Source: an optimization exercise on an open RTL-to-GDS flow (aim: small area and few clock cycles). Production flows keep margins and buffers that such runs may drop. Only simulation tests tie the RTL to the original design; equivalence was not proved. No activity file was given, so power comes from the tool's default toggle rates.

Setup of before:
// stepper_pulse_job_generator_unit
module stepper_pulse_job_generator_unit #(
    parameter int DEFAULT_INTERVAL = spjg_pkg::DEFAULT_INTERVAL_DEF,
    parameter int TIME_BITS        = spjg_pkg::TIME_BITS_DEF
) (
    input  logic                                aclk,
    input  logic                                aresetn,
    input  logic                                s_tvalid,
    output logic                                s_tready,
    input  logic [spjg_pkg::S_TDATA_W-1:0]      s_tdata,
    input  logic [spjg_pkg::CMD_W-1:0]          s_tuser,
    output logic                                m_tvalid,
    input  logic                                m_tready,
    output logic [spjg_pkg::M_TDATA_W-1:0]      m_tdata,
    input  logic                                cfg_valid,
    output logic                                cfg_ready,
    input  logic [spjg_pkg::CFG_IDX_W-1:0]      cfg_index,
    input  logic [spjg_pkg::CFG_DATA_W-1:0]     cfg_data
);
    logic [31:0] cfg_pulse_count;
    logic [31:0] cfg_step_period;
    logic [31:0] cfg_pulse_on;
    logic [2:0]  cfg_code;
    logic        cfg_direction;
    logic [31:0] cfg_fault_check;
    logic [31:0] cfg_min_interval;
    logic [31:0] cfg_max_interval;
    logic        out_valid_reg;
    logic        s_fire;
    spjg_pkg::result_t core_result;
    assign cfg_ready = 1'b1;
    logic [7:0]  cfg_we;
    logic [31:0] rst_zero, rst_one;
    logic [2:0]  cfg_code_in;
    always_comb begin
        for (int r = 0; r < 8; r++)
            cfg_we[r] = ~aresetn | (cfg_valid & (cfg_index == 8'(r)));
    end
    assign rst_zero    = aresetn ? cfg_data : 32'd0;
    assign rst_one     = aresetn ? cfg_data : 32'hFFFF_FFFF;
    assign cfg_code_in = aresetn ? spjg_pkg::decode_microstep(cfg_data[7:0])
                                 : spjg_pkg::decode_microstep(spjg_pkg::RST_MICROSTEP_DIV);
    function automatic logic [31:0] rst_pick(input logic [31:0] rv, input logic [31:0] z,
                                             input logic [31:0] o);
        for (int b = 0; b < 32; b++) rst_pick[b] = rv[b] ? o[b] : z[b];
    endfunction
    always_ff @(posedge aclk) begin
        if (cfg_we[0]) cfg_pulse_count  <= rst_pick(spjg_pkg::RST_PULSE_COUNT, rst_zero, rst_one);
  ...
==> flow/config.mk <==
export PLATFORM = sky130hd
export DESIGN_NAME = stepper_pulse_job_generator_unit
export DESIGN_NICKNAME = stepper_pulse_job_generator_unit
export VERILOG_FILES = /design/flow/design.v
export SDC_FILE = /design/flow/constraint.sdc
export NUM_CORES = 4
export LEC_CHECK = 0
export CAP_MARGIN = 20
export CORE_MARGIN = 2
export CORE_UTILIZATION = 60
export SLEW_MARGIN = 20
==> flow/constraint.sdc <==
create_clock -name core_clock -period 8.0 [get_ports {aclk}]
set_input_delay 1.6000 -clock core_clock [delete_from_list [all_inputs] [get_ports {aclk}]]
set_output_delay 1.6000 -clock core_clock [all_outputs]
set_load 0.01 [all_outputs]
standard.sh (not shown) runs the stock make flow with config.mk's settings and CLKGATE_MAP_FILE= SYNTH_SCRIPT=/design/flow/synth_recipe.tcl, a recipe that flattens the netlist after the stock synthesis.
==> flow/flow/run.sh <==
#!/bin/bash
# The standard layout (standard.sh: ORFS from synthesis to finish) with three changes:
# - technology mapping in synthesis uses an area-recovering ABC script (flow/abc_map.script)
#   in place of ORFS's speed script; everything else in synthesis is unchanged, so the
#   registers are the standard synthesis's;
# - the port buffers are made from the smallest buffer cell;
# - the clock tree is built from clkbuf_16 with up to 30 registers per leaf buffer and no
#   dummy loads.
# Each ORFS step writes its full log under orfs/logs/; make's output goes to standard.log.
set -euo pipefail
rm -rf scripts
cp -r "$FLOW_HOME/scripts" scripts
cp flow/abc_map.script scripts/abc_speed.script
export SCRIPTS_DIR="$PWD/scripts"
export BUFFER_PORTS_ARGS="-buffer_cell sky130_fd_sc_hd__buf_1"
export CTS_ARGS="-sink_clustering_enable -repair_clock_nets -dont_use_dummy_load -sink_clustering_size 30 -sink_clustering_max_diameter 80 -buf_list sky130_fd_sc_hd__clkbuf_16"
bash standard.sh > standard.log 2>&1
==> flow/flow/abc_map.script <==
&get -n
&st
&syn2
&dch
&nf -R 1000
&st
&dch
&nf -R 1000
&put
topo
stime -c
dnsize -c
before ended with every stage complete and zero timing, DRC or antenna violations.
Testbench counts of before, summed over its fixed seeds: cycles 19,266.
Edits applied to the flow inputs when going from before to after:
--- a/flow/design.v
+++ b/flow/design.v
@@ -204,61 +204,54 @@
     logic [31:0]      base_reg, base_next;
     logic [31:0]      oth_reg, oth_next;
     logic             sel_on_reg, sel_on_next;       
     logic             sel_int_reg, sel_int_next;     
     logic             oth_abs_reg, oth_abs_next;     
     logic [31:0]      offset;
     logic [31:0]      last_check_reg, last_check_next;
     logic [31:0]      remaining_reg, remaining_next;
-    logic [31:0]      int_reg, int_next;
-    logic [31:0]      on_reg, on_next;
-    logic             on_half_reg, on_half_next;
+    logic [31:0]      eff_interval_reg, eff_interval_next;
+    logic [31:0]      eff_on_reg, eff_on_next;
     logic             due, check_due;
     logic             job_active;
     logic             in_range, left_lt_period, on_lt_default;
     logic [31:0]      cmp_left;
     logic             on_pend_reg, on_pend_next;     
     logic             in_range_reg, in_range_next;
-    logic [31:0]      start_on;
+    logic [31:0]      start_interval, start_on;
     logic [31:0]      rem_dec;
     logic             rem_zero;
-    assign offset    = ({32{sel_on_reg & ~on_half_reg}} & on_reg) |
-                       ({32{sel_on_reg & on_half_reg}} & 32'(DEFAULT_INTERVAL / 2)) |
-                       ({32{sel_int_reg & in_range_reg}} & int_reg) |
-                       ({32{sel_int_reg & ~in_range_reg}} & 32'(DEFAULT_INTERVAL));
+    assign offset    = ({32{sel_on_reg}} & eff_on_reg) | ({32{sel_int_reg}} & eff_interval_reg);
     assign due       = spjg_pkg::due_n(~now_us, base_reg, offset);
     assign check_due = spjg_pkg::elapsed_ge_m(~now_us, last_check_reg, cfg_fault_check);
     assign job_active = flags_reg.enabled & flags_reg.running & ~flags_reg.paused;
     assign rem_dec  = spjg_pkg::dec32(remaining_reg);
     assign rem_zero = ~|remaining_reg;
     assign cmp_left      = on_pend_reg ? cfg_pulse_on : cfg_min_interval;
     assign left_lt_period = spjg_pkg::lt32(cmp_left, cfg_step_period);
     assign in_range      = left_lt_period & spjg_pkg::lt32(cfg_step_period, cfg_max_interval);
     assign on_lt_default = cfg_pulse_on < 32'(DEFAULT_INTERVAL);
-    assign start_on = (in_range_reg & ~left_lt_period) ? {1'b0, cfg_step_period[31:1]}
-                                                       : cfg_pulse_on;
+    assign start_interval = in_range ? cfg_step_period : 32'(DEFAULT_INTERVAL);
+    assign start_on = in_range_reg ? (left_lt_period ? cfg_pulse_on : {1'b0, cfg_step_period[31:1]})
+                                   : (on_lt_default ? cfg_pulse_on : 32'(DEFAULT_INTERVAL / 2));
     always_comb begin
         flags_next        = flags_reg;
         base_next         = base_reg;
         oth_next          = oth_reg;
         sel_on_next       = sel_on_reg;
         sel_int_next      = sel_int_reg;
         oth_abs_next      = oth_abs_reg;
         last_check_next   = last_check_reg;
         remaining_next    = remaining_reg;
-        int_next          = int_reg;
-        on_next           = on_reg;
-        on_half_next      = on_half_reg;
+        eff_interval_next = eff_interval_reg;
+        eff_on_next       = eff_on_reg;
         on_pend_next      = 1'b0;
         in_range_next     = in_range_reg;
-        if (on_pend_reg) begin
-            on_next      = start_on;
-            on_half_next = ~in_range_reg & ~on_lt_default;
-        end
+        if (on_pend_reg) eff_on_next = start_on;
         if (step_en) begin
             case (cmd)
                 spjg_pkg::CMD_TICK: begin
                     if (job_active) begin
                         if (!rem_zero) begin
                             if (due) begin
                                 flags_next.step = ~flags_reg.step;
                                 if (!flags_reg.step) begin
@@ -305,17 +298,17 @@
                         flags_next.code         = cfg_code;
                         flags_next.step         = 1'b0;
                         flags_next.sleep_pin_n  = 1'b1;
                         flags_next.enable_pin_n = 1'b0;
                         base_next               = now_us;
                         sel_on_next             = 1'b0;
                         sel_int_next            = 1'b0;
                         if (!on_pend_reg) begin
-                            int_next            = cfg_step_period;
+                            eff_interval_next   = start_interval;
                             in_range_next       = in_range;
                             on_pend_next        = 1'b1;
                         end
                         remaining_next          = cfg_pulse_count;
                     end
                 end
                 spjg_pkg::CMD_PAUSE: begin
                     flags_next.paused = 1'b1;
@@ -380,19 +373,18 @@
         if (rem_en) remaining_reg  <= rem_in;
     end
     always_ff @(posedge aclk) begin
         base_reg         <= base_next;
         oth_reg          <= oth_next;
         sel_on_reg       <= sel_on_next;
         sel_int_reg      <= sel_int_next;
         oth_abs_reg      <= oth_abs_next;
-        int_reg          <= int_next;
-        on_reg           <= on_next;
-        on_half_reg      <= on_half_next;
+        eff_interval_reg <= eff_interval_next;
+        eff_on_reg       <= eff_on_next;
         in_range_reg     <= in_range_next;
     end
     assign result.status_flags   = {flags_reg.sleep, flags_reg.running, flags_reg.enabled,
                                     2'b00, flags_reg.paused, flags_reg.fault, flags_reg.dir};
     assign result.step_level     = flags_reg.step;
     assign result.dir_level      = flags_reg.dir;
     assign result.enable_n       = flags_reg.enable_pin_n;
     assign result.sleep_n        = flags_reg.sleep_pin_n;
### Flow results
Worst hold slack delta for after relative to before: 0.031 ns lower
As far as sequential share of layout area is concerned, before and after perform about the same.
Going from before to after, unique cell type count in the Yosys netlist held steady; combinational share of power grew by 0.4 points; count of clock-net buffers in the final layout shrank by 1; detailed-router iteration count before antenna repair shrank by 2; overall global routing resource usage shrank by 0.74 points.
The setup slack of after is larger than that of before.
Testbench counts of after, summed over its fixed seeds: cycles 19,266.

* * *

== xenon ==
Starting RTL as in the previous note.
Settings: LEC_CHECK=0, CAP_MARGIN=20, CORE_MARGIN=2, CORE_UTILIZATION=70, SLEW_MARGIN=20; clock period 8.0 ns.
==> flow/flow/run.sh <==
#!/bin/bash
# The standard layout (standard.sh: ORFS from synthesis to finish) with three changes:
# - technology mapping in synthesis uses an area-recovering ABC script (flow/abc_map.script)
#   in place of ORFS's speed script; everything else in synthesis is unchanged, so the
#   registers are the standard synthesis's;
# - the port buffers are made from the smallest buffer cell;
# - the clock tree is built from clkbuf_8 with up to 16 registers per leaf buffer and no
#   dummy loads.
# Each ORFS step writes its full log under orfs/logs/; make's output goes to standard.log.
set -euo pipefail
rm -rf scripts
cp -r "$FLOW_HOME/scripts" scripts
cp flow/abc_map.script scripts/abc_speed.script
export SCRIPTS_DIR="$PWD/scripts"
export BUFFER_PORTS_ARGS="-buffer_cell sky130_fd_sc_hd__buf_1"
export CTS_ARGS="-sink_clustering_enable -repair_clock_nets -dont_use_dummy_load -sink_clustering_size 16 -sink_clustering_max_diameter 70 -buf_list sky130_fd_sc_hd__clkbuf_8"
bash standard.sh > standard.log 2>&1
Scripts as last shown in full above: flow/flow/abc_map.script
Testbench counts of xenon, summed over its fixed seeds: cycles 19,266.
#### Input delta (fjord over xenon)
--- a/flow/design.v
+++ b/flow/design.v
@@ -99,50 +99,6 @@
     function automatic logic lt32(input logic [31:0] a, input logic [31:0] b);
         lt32 = lt_n(a, b, 32);
     endfunction
-    function automatic logic [31:0] add32(input logic [31:0] a, input logic [31:0] b);
-        logic [31:0] g, p, gg, pp;
-        g  = a & b;
-        p  = a ^ b;
-        gg = g;
-        pp = p;
-        for (int d = 1; d < 32; d = d * 2)
-            for (int i = 2 * d - 1; i < 32; i += 2 * d) begin
-                gg[i] = gg[i] | (pp[i] & gg[i - d]);
-                pp[i] = pp[i] & pp[i - d];
-            end
-        for (int d = 8; d >= 1; d = d / 2)
-            for (int i = 3 * d - 1; i < 32; i += 2 * d) begin
-                gg[i] = gg[i] | (pp[i] & gg[i - d]);
-                pp[i] = pp[i] & pp[i - d];
-            end
-        add32[0] = p[0];
-        for (int i = 1; i < 32; i++) add32[i] = p[i] ^ gg[i - 1];
-    endfunction
-    function automatic logic due32(input logic [31:0] now, input logic [31:0] t);
-        due32 = ~(now[31] ^ t[31] ^ lt_n(now, t, 31));
-    endfunction
-    function automatic logic elapsed_ge(input logic [31:0] now, input logic [31:0] last,
-                                        input logic [31:0] lim);
-        logic [31:0] s, k;
-        logic c, s32, s33;
-        s = now ^ ~last ^ ~lim;
-        k = (now & ~last) | (now & ~lim) | (~last & ~lim);
-        c = 1'b1;
-        for (int i = 0; i < 31; i++) c = (s[i + 1] & k[i]) | ((s[i + 1] | k[i]) & c);
-        s32 = k[31] ^ c;
-        s33 = k[31] & c;
-        elapsed_ge = s33 | (lt32(now, last) & s32);
-    endfunction
-    function automatic logic due3(input logic [31:0] now, input logic [31:0] base,
-                                  input logic [31:0] off);
-        logic [31:0] s, k;
-        logic c;
-        s = now ^ ~base ^ ~off;
-        k = (now & ~base) | (now & ~off) | (~base & ~off);
-        c = 1'b1;
-        for (int i = 1; i < 31; i++) c = (s[i] & k[i - 1]) | ((s[i] | k[i - 1]) & c);
-        due3 = ~(s[31] ^ k[30] ^ c);
-    endfunction
     function automatic logic [31:0] dec32(input logic [31:0] r);
         for (int i = 0; i < 32; i++) dec32[i] = r[i] ^ ~|(r & ((32'd1 << i) - 32'd1));
     endfunction
@@ -155,18 +111,6 @@
         c = carry_n({1'b0, s[31:1]}, k, 1'b0, 30);
         due_n = s[31] ^ k[30] ^ c;
     endfunction
-    function automatic logic elapsed_ge_n(input logic [31:0] nnow, input logic [31:0] last,
-                                          input logic [31:0] lim);
-        logic [31:0] s, k;
-        logic c, w32, w33;
-        s = nnow ^ last ^ lim;
-        k = (nnow & last) | (nnow & lim) | (last & lim);
-        c = 1'b0;
-        for (int i = 0; i < 31; i++) c = (s[i + 1] & k[i]) | ((s[i + 1] | k[i]) & c);
-        w32 = k[31] ^ c;
-        w33 = k[31] & c;
-        elapsed_ge_n = ~w33 & (lt32(~nnow, last) | ~w32);
-    endfunction
     function automatic logic elapsed_ge_m(input logic [31:0] nnow, input logic [31:0] last,
                                           input logic [31:0] lim);
         logic [31:0] s, k;
Results
- Fraction of the cycle the final worst path needs: fjord vs xenon identical
- From fjord to xenon, y dimension of the die did not move at all.
- Reported for fjord and xenon, switching power of the nets turned out identical to the last digit.
- Reported for fjord and xenon, arithmetic-cell share of the synthesized area counting full adders, half adders and majority gates turned out identical to the last digit.
- Diff fjord..xenon | count of clock-net buffers in the final layout | unchanged
- Number of distinct library cell variants in the gate-level netlist after synthesis: xenon vs fjord — no meaningful difference
- As far as die area goes, fjord and xenon are indistinguishable; the numbers are identical.
- As far as global-route usage is concerned, fjord and xenon perform about the same.
- fjord -> xenon: overall power of the completed layout delta 0, exact match
Testbench counts of fjord, summed over its fixed seeds: cycles 19,266.

what the ideal ports hide:
The results above use ideal ports. As a check the final layouts listed here were re-extracted and re-timed, cells and wires unchanged.
Step 1: set_driving_cell puts a clkbuf_16 on aclk and a buf_2 on each other input, an assumption about the parent block.
Step 2 moves the port delays by t, midway between the first and last clock arrival at a register: inputs arrive t later, outputs are due t later. That takes back most of the time a late clock gives input paths.
Slacks: ideal / step 1 / step 2; pairs: ideal / step 1.
run	shift t [ns]	slack for setup (ns)	hold WS [ns]
before	0.569	0.440 / 0.440 / 0.168	0.477 / 0.477 / 0.477
after	0.562	0.581 / 0.581 / 0.103	0.446 / 0.446 / 0.446
xenon	0.640	0.561 / 0.561 / 0.326	0.462 / 0.462 / 0.462
fjord	0.640	0.561 / 0.561 / 0.326	0.462 / 0.462 / 0.462
After both steps every run listed still meets setup and hold. The setup slack of after, which loses most, moves by 0.000 ns with the drivers and by -0.478 ns with both steps.
